What follows belongs to an exercise in optimizing a design on an open flow for a short achievable clock period and few clock cycles per item; a production flow would make more cautious choices.
In this exercise RTL edits were held to simulation tests only and were not proved equivalent to the original.
Power figures rest on the tool's default switching activity, not on a simulated workload.

==> flow/design.v <==
module mem_arbiter_nport #(
    parameter int NUM_PORTS  = 4,
    parameter int BLOCK_SIZE = 32,
    parameter int ARB_MODE   = 1
) (
    input  logic                              clk,
    input  logic                              rst,
    input  logic [NUM_PORTS-1:0]              req_valid,
    input  logic [NUM_PORTS-1:0]              req_write,
    input  logic [NUM_PORTS-1:0]              req_single,
    input  logic [NUM_PORTS*32-1:0]           req_addr,
    input  logic [NUM_PORTS*BLOCK_SIZE*8-1:0] req_wdata,
    output logic [NUM_PORTS-1:0]              grant,
    output logic [NUM_PORTS-1:0]              resp_done,
    output logic [BLOCK_SIZE*8-1:0]           resp_rdata,
    output logic [31:0]                       addr,
    output logic                              write,
    output logic [31:0]                       wdata,
    output logic [1:0]                        transfer,
    input  logic [31:0]                       rdata,
    input  logic                              ready
);
    localparam int NP     = NUM_PORTS;
    localparam int WORDS  = BLOCK_SIZE / 4;
    localparam int LINE_W = BLOCK_SIZE * 8;
    function automatic logic [NP-1:0] rr_pick(input logic [NP-1:0] req, input logic [NP-1:0] last);
        logic [NP-1:0] pick;
        logic          found;
        pick = '0;
        for (int s = 0; s < NP; s++) begin
            if (last[s]) begin
                found = 1'b0;
                for (int i = 1; i <= NP; i++) begin
                    if (!found && req[(s + i) % NP]) begin
                        pick[(s + i) % NP] = 1'b1;
                        found = 1'b1;
                    end
                end
            end
        end
        rr_pick = pick;
    endfunction
    function automatic logic [NP-1:0] between(input logic [NP-1:0] a, input logic [NP-1:0] b);
        logic [NP-1:0] m;
        logic          inBetween;
        m = '0;
        for (int s = 0; s < NP; s++) begin
            if (a[s]) begin
                inBetween = 1'b1;
                for (int i = 1; i < NP; i++) begin
                    if (b[(s + i) % NP]) inBetween = 1'b0;
                    if (inBetween) m[(s + i) % NP] = 1'b1;
                end
            end
        end
        between = m;
    endfunction
    logic [NP-1:0] ptr;      
    logic [NP-1:0] nxt;      
    logic          nxtV;
    logic [NP-1:0] busy;     
    logic          last;     
    logic [WORDS-1:0] beatOH;
    logic [NP-1:0] cand, pickHold, pickAfter, ok;
    logic          valid, go, selNew, commit;
    assign valid  = transfer[1];
    assign go     = !valid || ready;
    assign selNew = !valid || last;
    assign cand   = req_valid & ~busy;
    assign commit = nxtV && !(|(cand & between(ptr, nxt))) && go && selNew;
    assign pickHold  = rr_pick(cand, ptr);
    assign pickAfter = rr_pick(cand & ~nxt, nxt);
    logic [NP-1:0]    srcPort;
    logic [WORDS-1:0] srcWord;
    logic [31:0]      nextWdata, newAddr;
    logic             newWrite, newSingle;
    always_comb begin
        srcPort   = selNew ? nxt : grant;
        srcWord   = selNew ? WORDS'(1) : (beatOH << 1);
        nextWdata = '0;
        newAddr   = '0;
        newWrite  = 1'b0;
        newSingle = 1'b0;
        for (int p = 0; p < NP; p++) begin
            for (int w = 0; w < WORDS; w++)
                if (srcPort[p] && srcWord[w]) nextWdata = nextWdata | req_wdata[p*LINE_W + w*32 +: 32];
            if (nxt[p]) begin
                newAddr   = newAddr | req_addr[p*32 +: 32];
                newWrite  = newWrite | req_write[p];
                newSingle = newSingle | req_single[p];
            end
        end
        newAddr = newSingle ? {newAddr[31:2], 2'b00} : {newAddr[31:5], 5'b0};
    end
    always_ff @(posedge clk or posedge rst) begin
        if (rst) begin
            ptr  <= NP'(1) << (NP - 1);
            nxt  <= '0;
            nxtV <= 1'b0;
            busy <= '0;
        end else begin
            busy <= (busy & ~resp_done) | (commit ? nxt : '0);
            if (commit) begin
                ptr  <= nxt;
                nxt  <= pickAfter;
                nxtV <= |(cand & ~nxt);
            end else begin
                nxt  <= pickHold;
                nxtV <= |cand;
            end
        end
    end
    always_ff @(posedge clk or posedge rst) begin
        if (rst) begin
            transfer  <= 2'b00;
            resp_done <= '0;
            grant     <= '0;
            write     <= 1'b0;
            last      <= 1'b0;
            beatOH    <= '0;
            addr      <= '0;
            wdata     <= '0;
        end else begin
            resp_done <= (valid && last && ready) ? grant : '0;
            if (go) begin
                wdata <= nextWdata;
                if (selNew) begin
                    transfer <= commit ? 2'b10 : 2'b00;
                    grant    <= nxt;
                    write    <= newWrite;
                    last     <= newSingle;
                    beatOH   <= WORDS'(1);
                    addr     <= newAddr;
                end else begin
                    transfer  <= 2'b11;
                    last      <= beatOH[WORDS-2];
                    beatOH    <= beatOH << 1;
                    addr[4:2] <= addr[4:2] + 3'd1;
                end
            end
        end
    end
    always_ff @(posedge clk or posedge rst) begin
        if (rst) begin
            resp_rdata <= '0;
        end else begin
            for (int w = 0; w < WORDS; w++)
                if (valid && !write && beatOH[w]) resp_rdata[w*32 +: 32] <= rdata;
        end
    end
endmodule
==> flow/run.sh <==
#!/bin/bash
# synth_recipe.tcl (not shown) runs the flow's synth.tcl, then flattens the netlist and writes it again
# the make line also repeats each setting of config.mk as NAME=value (left out here)
make -C /OpenROAD-flow-scripts/flow DESIGN_CONFIG=/design/flow/config.mk WORK_HOME=/design/flow/orfs CLKGATE_MAP_FILE= SYNTH_SCRIPT=/design/flow/synth_recipe.tcl finish
==> flow/config.mk <==
export PLATFORM = sky130hd
export DESIGN_NAME = mem_arbiter_nport
export DESIGN_NICKNAME = mem_arbiter_nport
export VERILOG_FILES = /design/flow/design.v
export SDC_FILE = /design/flow/constraint.sdc
export NUM_CORES = 4
export LEC_CHECK = 0
export CAP_MARGIN = 20
export CORE_AREA = 10 10 550 550
export DIE_AREA = 0 0 560 560
export SLEW_MARGIN = 20
==> flow/constraint.sdc <==
create_clock -name core_clock -period 5.0 [get_ports {clk}]
set_input_delay 1.0000 -clock core_clock [delete_from_list [all_inputs] [get_ports {clk}]]
set_output_delay 1.0000 -clock core_clock [all_outputs]
set_load 0.01 [all_outputs]
==> results of run 1 <==
-- power by group through the flow --
stage	clock network (mW)	logic [mW]	registers, mW
after detailed placement	0	9.79	5.40
final	3.43	9.76	5.43
after floorplan	0	2.89	5.63
after global routing	3.68	10.3	5.60
after global placement	0	9.78	5.28
after CTS	3.58	9.85	5.41
-- state kept, by name, indices dropped and copies added, names as in the netlist, 4 cells and up --
name        flops
resp_rdata    256
wdata          32
addr           30
beatOH          8
busy            4
grant           4
nxt             4
ptr             4
resp_done       4
-- layout make-up --
type,instances,area (um^2),share of cell area (%)
antenna,140,350,0.838
clock buffer,66,1320,3.15
clock inverter,17,196,0.470
inverter,17,67.6,0.162
multi-input combinational,1240,10100,24.3
sequential,351,8800,21.0
tap,3900,4880,11.7
timing repair buffer,1619,16100,38.4
-- layer usage --
layer	wire length (um)	share of wire (%)	global-route usage, %	up-vias
met5	1550	0.51	0	-
met1	104000	34	18.8	14200
met4	19900	6.5	9.26	168
li1	-	-	-	10500
met3	44100	14	11.2	987
met2	136000	44	29.0	3080
-- cell usage after synthesis, types with 4 or more instances --
cell	instances	area, um^2
a2111oi_0	5	43.8
a21oi_1	58	290
a221o_1	15	150
a221oi_1	144	1260
a222oi_1	43	430
a22o_1	132	1160
a22oi_1	189	1420
a31oi_1	40	250
a32o_1	8	80.1
a32oi_1	4	35.0
and2_1	12	75.1
and3_1	7	43.8
and4b_1	22	220
buf_1	19	71.3
buf_2	76	380
clkbuf_1	96	360
dfrtp_1	350	8760
inv_1	17	63.8
mux2_2	260	2930
mux2i_1	5	50.1
nand2_1	50	188
nand2b_1	9	56.3
nand3_1	26	130
nand4_1	51	319
nor2_1	76	285
nor2b_1	5	31.3
nor3_1	10	50.1
nor4_1	4	25.0
o21ai_0	25	125
o22ai_1	7	43.8
o32a_1	14	140
-- final timing paths --
check	slack [ns]	start	cells after the start	to
max	1.05	last	6	wdata[8]
min	0.50	busy[2]	1	busy[2]
max reg2reg	1.05	last	6	wdata[8]
min reg2reg	0.50	busy[2]	1	busy[2]
max in group asynchronous	2.95	rst	3	nxt[2]
min in group asynchronous	0.76	rst	2	resp_rdata[84]
-- through the flow --
| stage | setup TNS, ns | hold WS [ns] |
|---|---|---|
| after detailed placement | 0 | 0.483 |
| final | 0 | 0.496 |
| after global routing | 0 | 0.508 |
| after CTS | 0 | 0.500 |
| after global placement | 0 | 0.476 |
| after floorplan | -244.85 | 0.464 |
-- critical path: stages, from the launching register on --
cell	delay, ns
dfrtp_1	0.97
and4b_2	0.41
buf_12	0.21
a22o_1	0.29
a221oi_1	0.94
nand4_1	0.51
o32a_1	0.43
-- logic make-up (layout without fill, tap and decap cells) --
logic type,count (synthesis),count (layout),synth area share [%]
DFF,351,351,44.6
and+or+nand+nor,276,276,7.40
AOI/OAI and AO/OA,696,696,28.1
buffers and inverters,214,1719,4.73
adders and majority gates,1,1,0.0635
muxes,265,265,15.1
other,1,142,0.0190
==> results by group, run 1 <==
Outcome
  – Outcome: no timing/DRC/antenna violations

Drt
  – DR vias: 28.9k
  – # DRC: 0
  – Routed WL: 305000 um
  – WL per Instance: 41.5 um
  – Remaining antenna violation count after routing: 0
  – Via density: 3.94
  – Drt pass-1 iters: 10
  – Iter 0 DRT Violations: 4219

CTS
  – Skew-Pair Late Insertion Delay: 0.69 ns
  – # resized after CTS: 0
  – Clock sink count: 351
  – Cts bufs inserted: 45
  – Clk buf depth: 3
  – Cts hold-fix bufs: 0
  – Clock-pin slew on the worst setup and hold paths: 0.07 ns
  – Htree depth: 2
  – CTS tree: done
  – Clk root buf: clkbuf_16
  – Post CTS Setup Buffer Count: 0

Layout
  – P&R area growth vs syn: 112%
  – Most frequent cells in the layout: 1519 x clkdlybuf4s50_1, 346 x dfrtp_1, 260 x mux2_2
  – Design area: 41800 um^2
  – Most common cell after layout, fill and taps aside: clkdlybuf4s50_1
  – # nets final: 4474
  – Post-Layout Cell Count: 7350
  – Layout fillers: 32.7k
  – Fin util: 14.4%
  – Share of cells above drive strength 1: 14.7%

Floorplan
  – Initial core utilization: 6.78%
  – Core Area: 291000 um^2
  – Row cnt: 198
  – I/O pin cnt: 1530
  – Die W: 560 um
  – Die Area: 314000 um^2
  – Die H: 560 um

Synthesis
  – Distinct cells, synth: 49
  – Asr flop ratio synth: 100%
  – Seq/Total Area, Yosys: 44.6%
  – EDFF count, synth: 0
  – Yosys reg bits: 351
  – Mean Syn Cell Area: 10.9 um^2
  – Top_reg_cell synth: dfrtp_1
  – Ys Warns: 1
  – Post-synthesis cell area: 19700 um^2
  – Synthesized instance count: 1804

Global routing
  – First-pass GRT wire length: 366000 um
  – Overflow after GRT: 0
  – Largest net degree at the start of global routing: 116
  – GRT Util Overall: 18.3%
  – Initial antenna violation count: 305
  – Vias in the first global route: 27.4k

Timing
  – Tmin final: 3.95 ns
  – Fin. Hold Viols: 0
  – Layout Skew: 0.0654 ns
  – Final Worst Setup Slack: 1.05 ns
  – F_max: 253 MHz
  – Slew headroom: 19.0%
  – Slew Viols, Final: 0
  – Worst-Margin Slew: 1.22 ns
  – RSZ-0062 raised after global routing: no
  – Count of final setup violators: 0
  – Final period utilization: 78.9%

Pwr
  – P_sw: 7.57 mW
  – Clock power frac: 18.4%
  – Leak Pwr: 14.4 nW
  – Power share of the combinational group: 52.4%
  – Internal power: 11.1 mW
  – Sw Ratio: 40.7%
  – Total Power: 18.6 mW
  – Reg power frac: 29.2%
  – PwrDens: 445 nW/um^2
  – Maximum VDD drop: 0.415 mV

Place
  – Dpl cells: 7125
  – Routability cong.: 1.08
  – Setup Slack @ Placement: 0.757 ns
  – Input/output buffers: 1519
  – Post-DP HPWL: 267000 um
  – Placed cell areas: 39900 um^2

Job
  – Max-cap violation count: 0

Worst setup path
  – Crit Path Category: reg -> reg
  – Worst setup EP type: register
  – Critical Path AT: 4.48 ns
  – WP data required: 5.54 ns
  – Max FO, Critical Path: 32
  – CP Launch Type: register

Worst hold path
  – Worst Hold Class: reg -> reg
Testbench counts, summed over its fixed seeds: cycles 12,747, items 2,048.
==> run 2, diff against run 1 <==
--- a/flow/design.v
+++ b/flow/design.v
@@ -116,25 +116,20 @@
             resp_done <= '0;
-            grant     <= '0;
-            write     <= 1'b0;
-            last      <= 1'b0;
-            beatOH    <= '0;
-            addr      <= '0;
-            wdata     <= '0;
         end else begin
             resp_done <= (valid && last && ready) ? grant : '0;
-            if (go) begin
-                wdata <= nextWdata;
-                if (selNew) begin
-                    transfer <= commit ? 2'b10 : 2'b00;
-                    grant    <= nxt;
-                    write    <= newWrite;
-                    last     <= newSingle;
-                    beatOH   <= WORDS'(1);
-                    addr     <= newAddr;
-                end else begin
-                    transfer  <= 2'b11;
-                    last      <= beatOH[WORDS-2];
-                    beatOH    <= beatOH << 1;
-                    addr[4:2] <= addr[4:2] + 3'd1;
-                end
+            if (go) transfer <= selNew ? (commit ? 2'b10 : 2'b00) : 2'b11;
+        end
+    end
+    always_ff @(posedge clk) begin
+        if (go) begin
+            wdata <= nextWdata;
+            if (selNew) begin
+                grant  <= nxt;
+                write  <= newWrite;
+                last   <= newSingle;
+                beatOH <= WORDS'(1);
+                addr   <= newAddr;
+            end else begin
+                last      <= beatOH[WORDS-2];
+                beatOH    <= beatOH << 1;
+                addr[4:2] <= addr[4:2] + 3'd1;
             end
@@ -142,9 +137,5 @@
     end
-    always_ff @(posedge clk or posedge rst) begin
-        if (rst) begin
-            resp_rdata <= '0;
-        end else begin
-            for (int w = 0; w < WORDS; w++)
-                if (valid && !write && beatOH[w]) resp_rdata[w*32 +: 32] <= rdata;
-        end
+    always_ff @(posedge clk) begin
+        for (int w = 0; w < WORDS; w++)
+            if (valid && !write && beatOH[w]) resp_rdata[w*32 +: 32] <= rdata;
     end
==> run 2 against run 1 <==
Still clean. Critical path depth fell by 2. First-iteration DRC count rose by 0.71%. Flip-flop and latch count did not move.
==> results by group, run 2 <==
Synthesis
  – Synth area leader: edfxtp_1
  – Top post-synthesis cells by area: edfxtp_1 56%, a22oi_1 12%, a222oi_1 4.4%
  – Synthesized instance count: 1416 (-22%)
  – Mean Syn Cell Area: 12.6 um^2 (+15%)
  – EDFF count, synth: 332 (+332)
  – Count leader, synth: edfxtp_1
  – Distinct cells, synth: 57 (+16%)
  – Ys Warns: 1 (unchanged)
  – Synth top cells by count: 332 x edfxtp_1, 279 x a22oi_1, 79 x a222oi_1
  – Post-synthesis cell area: 17800 um^2 (-9.6%)
  – Seq/Total Area, Yosys: 58.7% (+14 points)
  – Post-synth top area share: 56.0% (+12 points)
  – Asr flop ratio synth: 5.41% (-95 points)
  – Top_reg_cell synth: edfxtp_1
  – Yosys reg bits: 351 (unchanged)

Timing
  – RSZ-0062 raised after global routing: no
  – Slew headroom: 24.2% (+5.2 points)
  – Hold slack final: 0.471 ns (-0.0251 ns)
  – Count of final setup violators: 0 (unchanged)
  – Setup_tns: 0 ns (unchanged)
  – Slew Viols, Final: 0 (unchanged)
  – F_max: 237 MHz (-6.6%)
  – Layout Skew: 0.0448 ns (-0.0206 ns)
  – Worst-Margin Slew: 1.14 ns (-0.0787 ns)
  – Tmin final: 4.23 ns (+0.281 ns)
  – Fin. Hold Viols: 0 (unchanged)
  – Final period utilization: 84.5% (+5.6 points)

Layout
  – Largest Register: resp_rdata
  – Regs by FF count: resp_rdata x256, wdata x32, addr x30
  – P&R area growth vs syn: 125%
  – Most frequent cells in the layout: 1518 x clkdlybuf4s50_1, 332 x edfxtp_1, 279 x a22oi_1
  – Max reg flops: 256 (unchanged)
  – Most common cell after layout, fill and taps aside: clkdlybuf4s50_1
  – # nets final: 4149 (-7.3%)
  – Share of cells above drive strength 1: 7.92% (-6.8 points)
  – Fin util: 13.8% (-0.60 points)

CTS
  – Skew-Pair Late Insertion Delay: 0.70 ns (about the same)
  – Clock sink count: 351 (unchanged)
  – CTS tree: done
  – Htree depth: 2 (unchanged)
  – Post CTS Setup Buffer Count: 0 (unchanged)
  – Cts bufs inserted: 45 (unchanged)
  – Clk root buf: clkbuf_16
  – # resized after CTS: 0 (unchanged)
  – Clk buf depth: 3 (unchanged)
  – Clock-pin slew on the worst setup and hold paths: 0.07 ns (about the same)
  – Cts hold-fix bufs: 0 (unchanged)

Pwr
  – Power share of the combinational group: 59.8% (+7.4 points)
  – Reg power frac: 24.6% (-4.6 points)
  – Maximum VDD drop: 0.302 mV (-27%)
  – PwrDens: 543 nW/um^2 (+22%)
  – Clock power frac: 15.6% (-2.8 points)
  – Internal power: 10.9 mW (-1.5%)
  – Sw Ratio: 49.9% (+9.3 points)
  – P_sw: 10.8 mW (+43%)
  – Leak Pwr: 12.6 nW (-13%)

Floorplan
  – Core Area: 291000 um^2 (unchanged)
  – Row cnt: 198 (unchanged)
  – Initial core utilization: 6.13% (-0.65 points)
  – I/O pin cnt: 1530 (unchanged)
  – Die Area: 314000 um^2 (unchanged)
  – Die H: 560 um (unchanged)
  – Die W: 560 um (unchanged)

Worst setup path
  – Crit-path slowest cell: edfxtp_1
  – Critical Path AT: 4.69 ns (+0.21 ns)
  – Max FO, Critical Path: 29 (-9.4%)
  – Crit Path Category: reg -> reg
  – Slowest Stage Delay on Critical Path: 0.93 ns (-0.04 ns)
  – CP cell instances: and4b_2, a222oi_1, nand4_1, or3_1
  – WP data required: 5.46 ns (-0.08 ns)
  – Worst r2r path cells: 4 (-2)
  – Worst flop-to-flop path startpoint: last
  – CP Launch Type: register
  – Worst r2r dst: wdata[8]
  – Register-to-Register Setup Slack: 0.77 ns (-0.28 ns)
  – Worst setup EP type: register

Global routing
  – GRT Util Overall: 19.3% (+1.0 points)
  – Overflow after GRT: 0 (unchanged)
  – Largest net degree at the start of global routing: 36 (-69%)
  – Vias in the first global route: 23.8k (-13%)
  – First-pass GRT wire length: 375000 um (+2.4%)
  – Initial antenna violation count: 374 (+23%)

Place
  – Input/output buffers: 1519 (unchanged)
  – Post-DP HPWL: 285000 um (+6.6%)
  – Routability cong.: 0.974 (-9.7%)

Drt
  – # DRC: 0 (unchanged)
  – Drt pass-1 iters: 8 (-2)
  – Remaining antenna violation count after routing: 0 (unchanged)
  – WL per Instance: 45.5 um (+9.6%)
  – Iter 0 DRT Violations: 4249 (+0.71%)
  – Via density: 3.67 (-6.8%)
  – DR vias: 25.9k (-11%)
  – Routed WL: 321000 um (+5.2%)

Job
  – Max-cap violation count: 0 (unchanged)

Worst hold path
  – WHS Endpoint: busy[0]
  – Worst Hold Class: reg -> reg
  – Hold Crit Start: resp_done[0]
  – WHS Path Cells: 1 (unchanged)

Outcome
  – Outcome: no timing/DRC/antenna violations
## run 2: changes by cell type in the layout (fill, tap and decap cells not counted), sizes merged, moves of 52 or more
cell    delta
nor2      -52
dfrtp    -332
a22oi     +90
a221oi    -67
mux2     -255
edfxtp   +332
a22o      -60
## run 2: metrics by stage
step / area [um^2] / instances / power, mW / setup slack (ns)
after floorplan: 17800 / 1417 / 9.25 / 0.910
after global placement: 38100 / 6799 / 18.3 / 0.807
after detailed placement: 38100 / 6801 / 18.3 / 0.832
after CTS: 39600 / 6877 / 21.8 / 1.08
after global routing: 39700 / 6925 / 22.3 / 0.941
final: 40100 / 7056 / 21.7 / 0.773
## run 2: power by group through the flow
| stage | clock network (mW) | logic, mW | registers (mW) |
|---|---|---|---|
| after CTS | 3.50 | 13.0 | 5.36 |
| final | 3.39 | 13.0 | 5.34 |
| after global placement | 0 | 12.9 | 5.39 |
| after floorplan | 0 | 3.79 | 5.46 |
| after detailed placement | 0 | 12.9 | 5.41 |
| after global routing | 3.60 | 13.3 | 5.44 |
## run 2: how the worst max path moves through the flow
stage / from / endpoint / cells after the start
final: last / wdata[8] / 4
after global routing: last / wdata[10] / 6
after global placement: req_wdata[18] / wdata[18] / 6
after floorplan: ready / ptr[0] / 5
after detailed placement: req_wdata[263] / wdata[7] / 6
after CTS: last / wdata[18] / 6
## run 2: logic make-up after synthesis
kind of cell               after synthesis  share of synthesized area [%]
adders and majority gates                1                         0.0703
xor gates and xnor gates                 1                         0.0492
other                                    1                         0.0211
and+or+nand+nor                        289                           9.34
buffers and inverters                  161                           4.27
muxes                                    9                          0.541
DFF                                    351                           58.7
AOI/OAI and AO/OA                      603                           27.0
## run 2: worst max-delay path: cells and delay by family (launching register included)
kind,cells,cell delay [ns]
compound gates,1,0.85
simple gates,3,2.11
flops,1,0.93
## run 2: final cells by class
class / instances / area [um^2]
flip-flops and latches: 351 / 10500
clock inverters: 21 / 256
well taps: 3900 / 4880
clock buffers: 55 / 1180
inverters: 10 / 37.5
multi-input cells: 905 / 6680
fillers: 32700 / 251000
diodes: 178 / 445
repair buffers: 1636 / 16100
## run 2: routing by layer
metal,share of wire (%),global-route usage (%),wire length (um)
met3,13,9.96,42700
met5,0.34,0,1080
met1,40,23.5,128000
met4,2.8,4.64,8940
met2,44,29.9,140000
Testbench counts of run 2, summed over its fixed seeds: cycles 12,747, items 2,048.
==> run 3, diff against run 2 <==
--- a/flow/config.mk
+++ b/flow/config.mk
@@ -10,2 +10,3 @@
 export DIE_AREA = 0 0 560 560
+export SETUP_SLACK_MARGIN = 3.0
 export SLEW_MARGIN = 20
==> run 3 against run 2 <==
Fmax is 22% higher. Global-route usage is 0.72 points lower. Sequential power decreased by 4.5%. Largest power group unchanged.
==> results by group, run 3 <==
Timing
  – RSZ-0062 raised after global routing: yes
  – Final Worst Setup Slack: 1.54 ns (+0.765 ns)
  – Fin. Hold Viols: 0 (unchanged)
  – Layout Skew: 0.0703 ns (+0.0255 ns)
  – Slew Viols, Final: 0 (unchanged)
  – Slew headroom: 22.0% (-2.2 points)
  – Hold slack final: 0.558 ns (+0.0874 ns)
  – Setup_tns: 0 ns (unchanged)
  – Final period utilization: 69.2% (-15 points)
  – Worst-Margin Slew: 1.17 ns (+0.0333 ns)
  – F_max: 289 MHz (+22%)
  – Tmin final: 3.46 ns (-0.765 ns)
  – Count of final setup violators: 0 (unchanged)

Synthesis
  – Mean Syn Cell Area: 12.6 um^2 (unchanged)
  – Synthesized instance count: 1416 (unchanged)
  – Top post-synthesis cells by area: edfxtp_1 56%, a22oi_1 12%, a222oi_1 4.4%
  – Seq/Total Area, Yosys: 58.7% (unchanged)
  – Count leader, synth: edfxtp_1
  – Asr flop ratio synth: 5.41% (unchanged)
  – Ys Warns: 1 (unchanged)
  – Synth area leader: edfxtp_1
  – Post-synthesis cell area: 17800 um^2 (unchanged)
  – Yosys reg bits: 351 (unchanged)
  – Top_reg_cell synth: edfxtp_1
  – Synth top cells by count: 332 x edfxtp_1, 279 x a22oi_1, 79 x a222oi_1
  – Post-synth top area share: 56.0% (unchanged)
  – Distinct cells, synth: 57 (unchanged)
  – EDFF count, synth: 332 (unchanged)

CTS
  – Clk buf depth: 3 (unchanged)
  – CTS tree: done
  – Htree depth: 2 (unchanged)
  – Skew-Pair Late Insertion Delay: 0.70 ns (about the same)
  – Clock sink count: 351 (unchanged)
  – Cts hold-fix bufs: 0 (unchanged)
  – Cts bufs inserted: 46 (+2.2%)
  – Clock-pin slew on the worst setup and hold paths: 0.06 ns (about the same)
  – Clk root buf: clkbuf_16

Worst setup path
  – Worst r2r path cells: 7 (+3)
  – Crit-path slowest cell: nand4_1
  – WP data required: 5.44 ns (-0.02 ns)
  – Register-to-Register Setup Slack: 1.54 ns (+0.77 ns)
  – Critical Path AT: 3.90 ns (-0.79 ns)
  – CP cell instances: buf_12, and4b_4, buf_4, a22o_1, a221oi_4, nand4_1, or3_1
  – Worst setup EP type: register
  – Slowest Stage Delay on Critical Path: 0.80 ns (-0.13 ns)
  – CP Launch Type: register
  – Worst flop-to-flop path startpoint: transfer[1]
  – Worst r2r dst: wdata[16]
  – Max FO, Critical Path: 8 (-72%)
  – Crit Path Category: reg -> reg

Drt
  – WL per Instance: 44.0 um (-3.4%)
  – Via density: 3.74 (+1.9%)
  – Iter 0 DRT Violations: 4143 (-2.5%)
  – Remaining antenna violation count after routing: 0 (unchanged)
  – DR vias: 26.8k (+3.6%)
  – Drt pass-1 iters: 9 (+1)
  – # DRC: 0 (unchanged)
  – Routed WL: 315000 um (-1.8%)

Worst hold path
  – WHS Path Cells: 2 (+1)
  – Worst Hold Class: reg -> reg
  – Hold Crit Start: busy[0]
  – WHS Endpoint: busy[0]

Global routing
  – Initial antenna violation count: 313 (-16%)
  – First-pass GRT wire length: 364000 um (-2.8%)
  – Met1 Track Usage GR: 21.1% (-2.4 points)
  – Grt peak-use layer: met2
  – M2 GR Usage: 28.3% (-1.7 points)
  – Overflow after GRT: 0 (unchanged)
  – Grt met3 use: 12.5% (+2.6 points)
  – Vias in the first global route: 24.7k (+3.9%)
  – GRT Util Overall: 18.6% (-0.72 points)
  – Largest net degree at the start of global routing: 42 (+17%)

Layout
  – Post-Layout Cell Count: 7175 (+1.7%)
  – Reg area: 10500 um^2 (about the same)
  – Most common cell after layout, fill and taps aside: clkdlybuf4s50_1
  – Most frequent cells in the layout: 1190 x clkdlybuf4s50_1, 332 x edfxtp_1, 268 x buf_2
  – Fin util: 14.4% (+0.63 points)
  – Regs by FF count: resp_rdata x256, wdata x32, addr x30
  – Share of cells above drive strength 1: 26.6% (+19 points)
  – P&R area growth vs syn: 135%
  – Multi-input logic area: 7680 um^2 (+15%)
  – Layout fillers: 32.6k (-0.22%)
  – Design area: 41900 um^2 (+4.6%)
  – Largest Register: resp_rdata
  – # nets final: 4307 (+3.8%)
  – Max reg flops: 256 (unchanged)

Floorplan
  – Initial core utilization: 6.13% (unchanged)
  – Row cnt: 198 (unchanged)
  – I/O pin cnt: 1530 (unchanged)
  – Die H: 560 um (unchanged)
  – Die Area: 314000 um^2 (unchanged)
  – Die W: 560 um (unchanged)
  – Core Area: 291000 um^2 (unchanged)

Pwr
  – Total Power: 24.3 mW (+12%)
  – PwrDens: 580 nW/um^2 (+6.8%)
  – Maximum VDD drop: 0.285 mV (-5.6%)
  – Leak Pwr: 14.1 nW (+12%)

Place
  – Routability cong.: 1.10 (+13%)
  – Input/output buffers: 1519 (unchanged)
  – Placed cell areas: 38300 um^2 (+0.40%)
  – Setup Slack @ Placement: 1.25 ns (+0.419 ns)
  – Dpl cells: 6785 (-0.24%)
  – Post-DP HPWL: 262000 um (-8.2%)

Job
  – Max-cap violation count: 0 (unchanged)

Outcome
  – Outcome: no timing/DRC/antenna violations
[run 3: changes by cell type in the layout (fill, tap and decap cells not counted), sizes merged, moves of 5 or more]
cell and delta:
bufinv +5, buf +468, and4b +7, and2 +6, clkdlybuf4s50 -328, diode -44
[run 3: kinds of logic after synthesis]
kind of cell / share of synthesized area (%)
AOI/OAI and AO/OA: 27.0
DFF: 58.7
and+or+nand+nor: 9.34
buffers and inverters: 4.27
muxes: 0.541
adders and majority gates: 0.0703
other: 0.0211
xor gates and xnor gates: 0.0492
[run 3: power by group]
| group | internal [mW] | switching [mW] | total (mW) |
|---|---|---|---|
| Sequential | 4.64 | 0.461 | 5.10 |
| Clock | 2.14 | 1.50 | 3.64 |
| Combinational | 5.46 | 10.1 | 15.5 |
[run 3: critical path, delay by kind of cell (launching register included)]
family                 cells  cell delay (ns)
DFF                        1             0.52
AOI/OAI and AO/OA          2             0.57
buffers and inverters      2             0.38
and+or+nand+nor            3             1.69
[run 3: how the worst max path moves through the flow]
| stage | startpoint | to |
|---|---|---|
| after floorplan | ready | ptr[0] |
| after global placement | last | wdata[30] |
| after detailed placement | last | wdata[11] |
| after CTS | transfer[1] | wdata[4] |
| after global routing | transfer[1] | wdata[13] |
| final | transfer[1] | wdata[16] |
[run 3: layout make-up]
| type | count | area share, % |
|---|---|---|
| Timing Repair Buffer | 1780 | 40.3 |
| Sequential cell | 351 | 25.0 |
| Multi-Input combinational cell | 918 | 18.3 |
| Tap cell | 3900 | 11.6 |
| Clock buffer | 55 | 2.88 |
| Clock inverter | 27 | 0.935 |
| Antenna cell | 134 | 0.800 |
| Inverter | 10 | 0.0896 |
[run 3: routing by layer]
metal  vias up  part of all wire [%]
met5         -                  0.60
met4       196                   3.6
met3       891                    16
met2      2841                    43
met1     13100                    37
li1       9765                     -
[run 3: timing repair]
action	4_1_cts	5_1_grt
gates resized for setup	1617	104
setup buffers	107	50
pin swaps	67	73
gates cloned	9	8
endpoints found under the setup margin	706	601
==> run 4, diff against run 3 <==
--- a/flow/config.mk
+++ b/flow/config.mk
@@ -7,2 +7,3 @@
 export LEC_CHECK = 0
+export ABC_CLOCK_PERIOD_IN_PS = 1500
 export CAP_MARGIN = 20
@@ -10,3 +11,3 @@
 export DIE_AREA = 0 0 560 560
-export SETUP_SLACK_MARGIN = 3.0
+export SETUP_SLACK_MARGIN = 3.3
 export SLEW_MARGIN = 20
==> run 4 against run 3 <==
First-iteration DRC count grew 12%. Fmax grew 0.58%. Power grew 5.1%. Global-route usage grew 0.46 points. Via count grew 4.4%. Critical path depth is the same. Flip-flop and latch count is the same. Still clean. Combinational power grew 9%.
==> results by group, run 4 <==
Global routing
  – Initial antenna violation count: 357 (+14%)
  – GRT Util Overall: 19.0% (+0.46 points)
  – Overflow after GRT: 0 (unchanged)
  – First-pass GRT wire length: 373000 um (+2.4%)
  – Largest net degree at the start of global routing: 41 (-2.4%)
  – Vias in the first global route: 25.2k (+2.0%)

Drt
  – Via density: 3.83 (+2.4%)
  – # DRC: 0 (unchanged)
  – Remaining antenna violation count after routing: 0 (unchanged)
  – Iter 0 DRT Violations: 4653 (+12%)
  – Drt pass-1 iters: 9 (unchanged)
  – WL per Instance: 43.8 um (-0.28%)
  – DR vias: 28.0k (+4.4%)
  – Routed WL: 320000 um (+1.6%)

Timing
  – Slew headroom: 9.11% (-13 points)
  – Layout Skew: 0.0798 ns (+0.00943 ns)
  – Final period utilization: 68.8% (-0.40 points)
  – Final Worst Setup Slack: 1.56 ns (+0.0200 ns)
  – RSZ-0062 raised after global routing: yes
  – Slew Viols, Final: 0 (unchanged)
  – F_max: 291 MHz (+0.58%)
  – Fin. Hold Viols: 0 (unchanged)
  – Setup_tns: 0 ns (unchanged)
  – Tmin final: 3.44 ns (-0.0200 ns)
  – Count of final setup violators: 0 (unchanged)
  – Worst-Margin Slew: 1.36 ns (+0.193 ns)

Synthesis
  – Synth area leader: edfxtp_1
  – Top_reg_cell synth: edfxtp_1
  – Mean Syn Cell Area: 12.6 um^2 (unchanged)
  – Top post-synthesis cells by area: edfxtp_1 56%, a22oi_1 12%, a222oi_1 4.4%
  – Asr flop ratio synth: 5.41% (unchanged)
  – Distinct cells, synth: 57 (unchanged)
  – Post-synth top area share: 56.0% (unchanged)
  – Post-synthesis cell area: 17800 um^2 (unchanged)
  – Yosys reg bits: 351 (unchanged)
  – Synthesized instance count: 1416 (unchanged)
  – EDFF count, synth: 332 (unchanged)
  – Count leader, synth: edfxtp_1
  – Seq/Total Area, Yosys: 58.7% (unchanged)
  – Synth top cells by count: 332 x edfxtp_1, 279 x a22oi_1, 79 x a222oi_1
  – Ys Warns: 1 (unchanged)

CTS
  – Clock sink count: 351 (unchanged)
  – Skew-Pair Late Insertion Delay: 0.71 ns (about the same)
  – Clock-pin slew on the worst setup and hold paths: 0.07 ns (about the same)
  – CTS tree: done
  – Htree depth: 2 (unchanged)
  – Cts bufs inserted: 45 (-2.2%)
  – Clk buf depth: 3 (unchanged)
  – Clk root buf: clkbuf_16

Pwr
  – Clock power frac: 13.8% (-1.2 points)
  – Leak Pwr: 14.8 nW (+4.8%)
  – Power share of the combinational group: 66.4% (+2.4 points)
  – PwrDens: 585 nW/um^2 (+0.96%)
  – P_sw: 12.6 mW (+4.7%)
  – Reg power frac: 19.8% (-1.2 points)
  – Internal power: 12.9 mW (+5.5%)
  – Sw Ratio: 49.4% (-0.18 points)
  – Maximum VDD drop: 0.272 mV (-4.7%)

Floorplan
  – Die H: 560 um (unchanged)
  – Die Area: 314000 um^2 (unchanged)
  – Core Area: 291000 um^2 (unchanged)
  – I/O pin cnt: 1530 (unchanged)
  – Die W: 560 um (unchanged)
  – Row cnt: 198 (unchanged)
  – Initial core utilization: 6.13% (unchanged)

Layout
  – Design area: 43600 um^2 (+4.1%)
  – Regs by FF count: resp_rdata x256, wdata x32, addr x30
  – Layout fillers: 32.4k (-0.46%)
  – Largest Register: resp_rdata
  – Most frequent cells in the layout: 1187 x clkdlybuf4s50_1, 332 x edfxtp_1, 277 x buf_2
  – Max reg flops: 256 (unchanged)
  – Share of cells above drive strength 1: 30.1% (+3.5 points)
  – P&R area growth vs syn: 145%
  – # nets final: 4395 (+2.0%)
  – Most common cell after layout, fill and taps aside: clkdlybuf4s50_1

Place
  – Routability cong.: 1.06 (-3.3%)
  – Post-DP HPWL: 263000 um (+0.60%)
  – Setup Slack @ Placement: 0.405 ns (-0.846 ns)
  – Placed cell areas: 38300 um^2 (about the same)
  – Input/output buffers: 1519 (unchanged)

Worst setup path
  – Register-to-Register Setup Slack: 1.59 ns (+0.05 ns)
  – Worst setup EP type: register
  – WP data required: 5.42 ns (-0.02 ns)
  – Crit Path Category: in -> reg
  – CP Launch Type: primary input
  – Critical Path AT: 3.86 ns (-0.04 ns)
  – Max FO, Critical Path: 5 (-3)
  – Worst flop-to-flop path startpoint: nxt[1]
  – Crit path to: wdata[2]
  – Worst r2r dst: wdata[2]
  – Worst r2r path cells: 7 (unchanged)
  – Worst setup path start: req_wdata[258]

Worst hold path
  – WHS Path Cells: 1 (-1)
  – Worst Hold Class: reg -> reg

Job
  – Max-cap violation count: 0 (unchanged)

Outcome
  – Outcome: no timing/DRC/antenna violations
==> run 4: cell counts after synthesis <==
Identical to the previous run, type by type.
==> run 4: cells by family after synthesis <==
| kind of cell | count (synthesis) | share of synthesized area (%) |
|---|---|---|
| buffers and inverters | 161 | 4.27 |
| AND/OR/NAND/NOR | 289 | 9.34 |
| XOR/XNOR | 1 | 0.0492 |
| other | 1 | 0.0211 |
| adder cells (fa/ha/maj) | 1 | 0.0703 |
| multiplexers | 9 | 0.541 |
| AO/OA/AOI/OAI | 603 | 27.0 |
| flip-flops | 351 | 58.7 |
==> run 4: worst max-delay path: stages <==
cell	delay, ns
clkdlybuf4s50_1	0.42
a222oi_1	0.65
nor2_1	0.11
a211oi_1	0.20
buf_4	0.23
nand4_1	0.65
or3_1	0.58
==> run 4: final cells by class <==
class | instances | area [um^2] | share of cell area [%]
tap | 3900 | 4880 | 11.2
clock inverter | 32 | 359 | 0.823
inverter | 10 | 46.3 | 0.106
timing repair buffer | 1860 | 18200 | 41.7
clock buffer | 49 | 1170 | 2.69
multi-input combinational | 927 | 8040 | 18.4
sequential | 351 | 10500 | 24.0
antenna | 183 | 458 | 1.05
==> run 4: how the worst min path moves through the flow <==
stage                             from      end  slack, ns
after detailed placement  resp_done[0]  busy[0]       0.46
after CTS                 resp_done[0]  busy[0]       0.50
after floorplan                busy[2]  busy[2]       0.49
after global placement    resp_done[0]  busy[0]       0.46
after global routing           busy[3]  busy[3]       0.58
final                          busy[2]  busy[2]       0.53
==> run 4: power by group through the flow <==
| stage | combinational [mW] | sequential (mW) | clock (mW) |
|---|---|---|---|
| floorplan | 4.13 | 5.43 | 0 |
| global placement | 12.7 | 5.39 | 0 |
| detailed placement | 12.7 | 5.42 | 0 |
| CTS | 15.7 | 5.05 | 3.66 |
| global route | 17.2 | 5.13 | 3.75 |
| finish | 16.9 | 5.05 | 3.53 |
==> run 4: repair_timing <==
item / CTS / global route
hold buffers: 0 / 0
pin swaps: 124 / 74
setup buffers: 162 / 63
resized for setup: 1753 / 106
endpoints found under the setup margin: 742 / 718
cloned: 30 / 10
==> run 4: metal layers <==
| layer | track usage [%] | vias up | share of wire [%] |
|---|---|---|---|
| met3 | 13.0 | 971 | 15 |
| met4 | 5.94 | 212 | 4.2 |
| met2 | 29.5 | 3072 | 43 |
| met5 | 1.69 | - | 0.73 |
| li1 | - | 10000 | - |
| met1 | 20.7 | 13700 | 36 |
==> run 4: stage by stage <==
stage / util (%) / hold slack, ns / total power [mW] / cells
after floorplan: - / 0.487 / 9.56 / 1417
after global placement: 13.2 / 0.457 / 18.1 / 6781
after detailed placement: 13.2 / 0.464 / 18.2 / 6783
after CTS: 14.4 / 0.496 / 24.4 / 7056
after global routing: 14.9 / 0.578 / 26.1 / 7215
final: 15.0 / 0.528 / 25.5 / 7312
==> run 5, diff against run 4 <==
==> flow/flow/run.sh (new file) <==
#!/bin/bash
# Standard ORFS flow with fast port buffers: buffer_ports uses buf_4 instead of its default
# pick, and the resizer may change a cell's footprint.
set -euo pipefail
sed -e 's|"${@:-finish}"|MATCH_CELL_FOOTPRINT=0 "BUFFER_PORTS_ARGS=-buffer_cell sky130_fd_sc_hd__buf_4" "${@:-finish}"|' standard.sh > flow_standard.sh
bash flow_standard.sh finish > make.log 2>&1
==> flow/standard.sh (new file) <==
#!/bin/bash
# synth_recipe.tcl (not shown) runs the flow's synth.tcl, then flattens the netlist and writes it again
# the make line also repeats each setting of config.mk as NAME=value (left out here)
make -C /OpenROAD-flow-scripts/flow DESIGN_CONFIG=/design/flow/config.mk WORK_HOME=/design/flow/orfs CLKGATE_MAP_FILE= SYNTH_SCRIPT=/design/flow/synth_recipe.tcl "${@:-finish}"
removed: flow/run.sh
==> run 5 against run 4 <==
Die area is the same. Non-clock buffer count rose by 16. Register-to-register slack hardly changed. Hold slack worse by 0.27 ns. First-iteration DRC count increased by 4.1%. Area after synthesis stayed put. Sequential power increased by 4%. Global-route usage increased by 0.64 points. Combinational power is 7% higher. Clock-buffer cell count unchanged. Clock skew fell by 0.015 ns. Sequential share of layout area increased by 0.66 points.
==> results by group, run 5 <==
Worst setup path
  – Worst setup EP type: register
  – Max FO, Critical Path: 8 (+3)
  – Critical Path AT: 3.86 ns (about the same)
  – Worst r2r path cells: 7 (unchanged)
  – WP data required: 5.46 ns (+0.04 ns)
  – CP Launch Type: register
  – Crit Path Category: reg -> reg

CTS
  – CTS tree: done
  – Cts bufs inserted: 46 (+2.2%)
  – Clock-pin slew on the worst setup and hold paths: 0.07 ns (about the same)
  – Htree depth: 2 (unchanged)
  – Skew-Pair Late Insertion Delay: 0.72 ns (about the same)
  – Clk root buf: clkbuf_16
  – Clk buf depth: 3 (unchanged)
  – Clock sink count: 351 (unchanged)

Drt
  – Drt pass-1 iters: 10 (+1)
  – Iter 0 DRT Violations: 4845 (+4.1%)
  – WL per Instance: 45.6 um (+3.9%)
  – Routed WL: 333000 um (+4.0%)
  – # DRC: 0 (unchanged)
  – Remaining antenna violation count after routing: 0 (unchanged)
  – DR vias: 27.8k (-0.67%)
  – Via density: 3.80 (-0.73%)

Place
  – Post-DP HPWL: 270000 um (+2.5%)
  – Routability cong.: 1.09 (+3.1%)
  – Input/output buffers: 1519 (unchanged)
  – Setup Slack @ Placement: 0.873 ns (+0.469 ns)

Layout
  – # nets final: 4409 (+0.32%)
  – Most common cell after layout, fill and taps aside: buf_4
  – Regs by FF count: resp_rdata x256, wdata x32, addr x30
  – Max reg flops: 256 (unchanged)
  – Most frequent cells in the layout: 1392 x buf_4, 370 x buf_6, 332 x edfxtp_1
  – Largest Register: resp_rdata
  – Share of cells above drive strength 1: 67.2% (+37 points)
  – P&R area growth vs syn: 138%

Synthesis
  – Top post-synthesis cells by area: edfxtp_1 56%, a22oi_1 12%, a222oi_1 4.4%
  – Post-synth top area share: 56.0% (unchanged)
  – EDFF count, synth: 332 (unchanged)
  – Post-synthesis cell area: 17800 um^2 (unchanged)
  – Mean Syn Cell Area: 12.6 um^2 (unchanged)
  – Asr flop ratio synth: 5.41% (unchanged)
  – Distinct cells, synth: 57 (unchanged)
  – Yosys reg bits: 351 (unchanged)
  – Synth area leader: edfxtp_1
  – Seq/Total Area, Yosys: 58.7% (unchanged)
  – Top_reg_cell synth: edfxtp_1
  – Ys Warns: 1 (unchanged)
  – Synth top cells by count: 332 x edfxtp_1, 279 x a22oi_1, 79 x a222oi_1
  – Count leader, synth: edfxtp_1
  – Synthesized instance count: 1416 (unchanged)

Timing
  – Count of final setup violators: 0 (unchanged)
  – Fin. Hold Viols: 0 (unchanged)
  – Tmin final: 3.40 ns (-0.0370 ns)
  – RSZ-0062 raised after global routing: yes
  – Setup_tns: 0 ns (unchanged)
  – Worst-Margin Slew: 1.37 ns (+0.0105 ns)
  – F_max: 294 MHz (+1.1%)
  – Slew headroom: 8.41% (-0.70 points)
  – Layout Skew: 0.0643 ns (-0.0155 ns)
  – Final period utilization: 68.1% (-0.74 points)
  – Final Worst Setup Slack: 1.60 ns (+0.0370 ns)
  – Slew Viols, Final: 0 (unchanged)

Floorplan
  – Core Area: 291000 um^2 (unchanged)
  – Initial core utilization: 6.13% (unchanged)
  – I/O pin cnt: 1530 (unchanged)
  – Die Area: 314000 um^2 (unchanged)
  – Die H: 560 um (unchanged)
  – Die W: 560 um (unchanged)
  – Row cnt: 198 (unchanged)

Global routing
  – Vias in the first global route: 25.6k (+1.5%)
  – Initial antenna violation count: 326 (-8.7%)
  – Overflow after GRT: 0 (unchanged)
  – Largest net degree at the start of global routing: 35 (-15%)
  – GRT Util Overall: 19.7% (+0.64 points)
  – First-pass GRT wire length: 384000 um (+2.8%)

Pwr
  – Power share of the combinational group: 67.1% (+0.7 points)
  – PwrDens: 632 nW/um^2 (+7.9%)
  – Internal power: 13.6 mW (+5.5%)
  – Clock power frac: 13.4% (-0.4 points)
  – Maximum VDD drop: 0.338 mV (+24%)
  – Leak Pwr: 16.5 nW (+12%)
  – Sw Ratio: 49.2% (-0.23 points)
  – P_sw: 13.2 mW (+4.6%)
  – Reg power frac: 19.5% (-0.3 points)

Outcome
  – Outcome: no timing/DRC/antenna violations

Job
  – Max-cap violation count: 0 (unchanged)

Worst hold path
  – Worst Hold Class: in -> async
==> run 5: changes by cell type in the layout (fill, tap and decap cells not counted), moves of 5 or more <==
cell	change
buf_8	-7
buf_6	+252
clkdlybuf4s50_1	-1187
a22oi_1	+8
buf_12	+5
diode_2	-14
buf_2	-277
a22oi_2	-8
buf_4	+1233
==> run 5: worst max-delay path: stages (launching register included) <==
cell,delay (ns)
dfrtp_4,0.58
buf_16,0.19
buf_6,0.12
and4b_4,0.20
buf_12,0.15
a221oi_4,0.29
nand4_1,0.89
or3_1,0.68
==> run 5: cells by family after synthesis <==
group	Yosys count	share of synthesized area (%)
AOI/OAI and AO/OA	603	27.0
muxes	9	0.541
and+or+nand+nor	289	9.34
adders and majority gates	1	0.0703
xor gates and xnor gates	1	0.0492
buffers and inverters	161	4.27
other	1	0.0211
DFF	351	58.7
==> run 5: repair_timing <==
action                     4_1_cts  5_1_grt
setup endpoints to repair      743      742
hold buffers                     0        0
setup buffers                  179       61
pin swaps                       90       93
cloned                          30        7
resized for setup              563      139
==> run 5: stage by stage <==
stage | std cells | cell area [um^2] | total power [mW] | util, % | hold WS (ns)
after floorplan | 1417 | 18300 | 9.56 | - | 0.487
after global placement | 6780 | 34500 | 17.6 | 11.9 | 0.495
after global routing | 7271 | 42300 | 27.4 | 14.6 | 0.252
after detailed placement | 6783 | 34500 | 17.7 | 11.9 | 0.513
after CTS | 7078 | 40700 | 25.5 | 14.0 | 0.522
final | 7316 | 42400 | 26.8 | 14.6 | 0.257
==> run 5: final timing paths <==
path                                    end   startpoint  slack, ns
worst min-delay path            transfer[0]          rst       0.26
max in group asynchronous            ptr[3]          rst       4.23
worst min register to register  transfer[0]  transfer[0]       0.56
worst max register to register     wdata[5]  transfer[1]       1.60
worst max-delay path               wdata[5]  transfer[1]       1.60
min in group core_clock         transfer[0]  transfer[0]       0.56
==> run 5: cell type report <==
cell class,instances,area [um^2]
clock inverters,37,409
inverters,10,47.5
flip-flops and latches,351,10500
multi-input cells,924,8090
well taps,3900,4880
diodes,169,423
clock buffers,49,1160
fillers,32600,248000
repair buffers,1876,17000
==> run 5: per-layer routing <==
metal  wire length [um]  up-vias  global-route usage, %
met5               2060        -                   4.33
met4              13400      160                   5.35
met3              49700      900                   12.5
met2             145000     3009                   30.6
met1             123000    13700                   21.9
li1                   -    10000                      -
==> run 5: power by group through the flow <==
| stage | registers [mW] | clock network [mW] | logic (mW) |
|---|---|---|---|
| floorplan | 5.43 | 0 | 4.12 |
| global route | 5.33 | 3.78 | 18.2 |
| CTS | 5.23 | 3.69 | 16.6 |
| global placement | 5.47 | 0 | 12.1 |
| detailed placement | 5.51 | 0 | 12.2 |
| finish | 5.24 | 3.59 | 18.0 |

afterwards: timing with drivers on the ports:
The flow's constraints put no driver on any port. The routed layouts listed below were extracted and timed again, unchanged, in two steps. Step 1 (the two cells are an assumption about what drives the block):
set clk [get_ports {clk}]
set_driving_cell -lib_cell sky130_fd_sc_hd__clkbuf_16 $clk
set_driving_cell -lib_cell sky130_fd_sc_hd__buf_2 [delete_from_list [all_inputs] $clk]
Step 2 times the ports against the registers' clock, not the clock port: input delays grow and output delays shrink by t, the midpoint of the rising clock arrivals with the driver on. Three values: ideal ports, drivers, drivers and shift; two values: the first two.
run | t, ns | setup slack, ns | worst data-port slew with drivers (ns)
run 1 | 0.748 | 1.054 / 1.054 / 1.046 | 0.56
run 2 | 0.768 | 0.773 / 0.773 / 0.773 | 0.57
run 3 | 0.740 | 1.539 / 1.539 / 1.004 | 0.55
run 4 | 0.742 | 1.559 / 1.546 / 0.803 | 0.55
run 5 | 0.770 | 1.596 / 1.596 / 1.069 | 0.62
After both steps setup and hold are still met in every run listed. The setup slack of run 4, which loses most, moves by -0.013 ns with the drivers and by -0.756 ns with both steps.
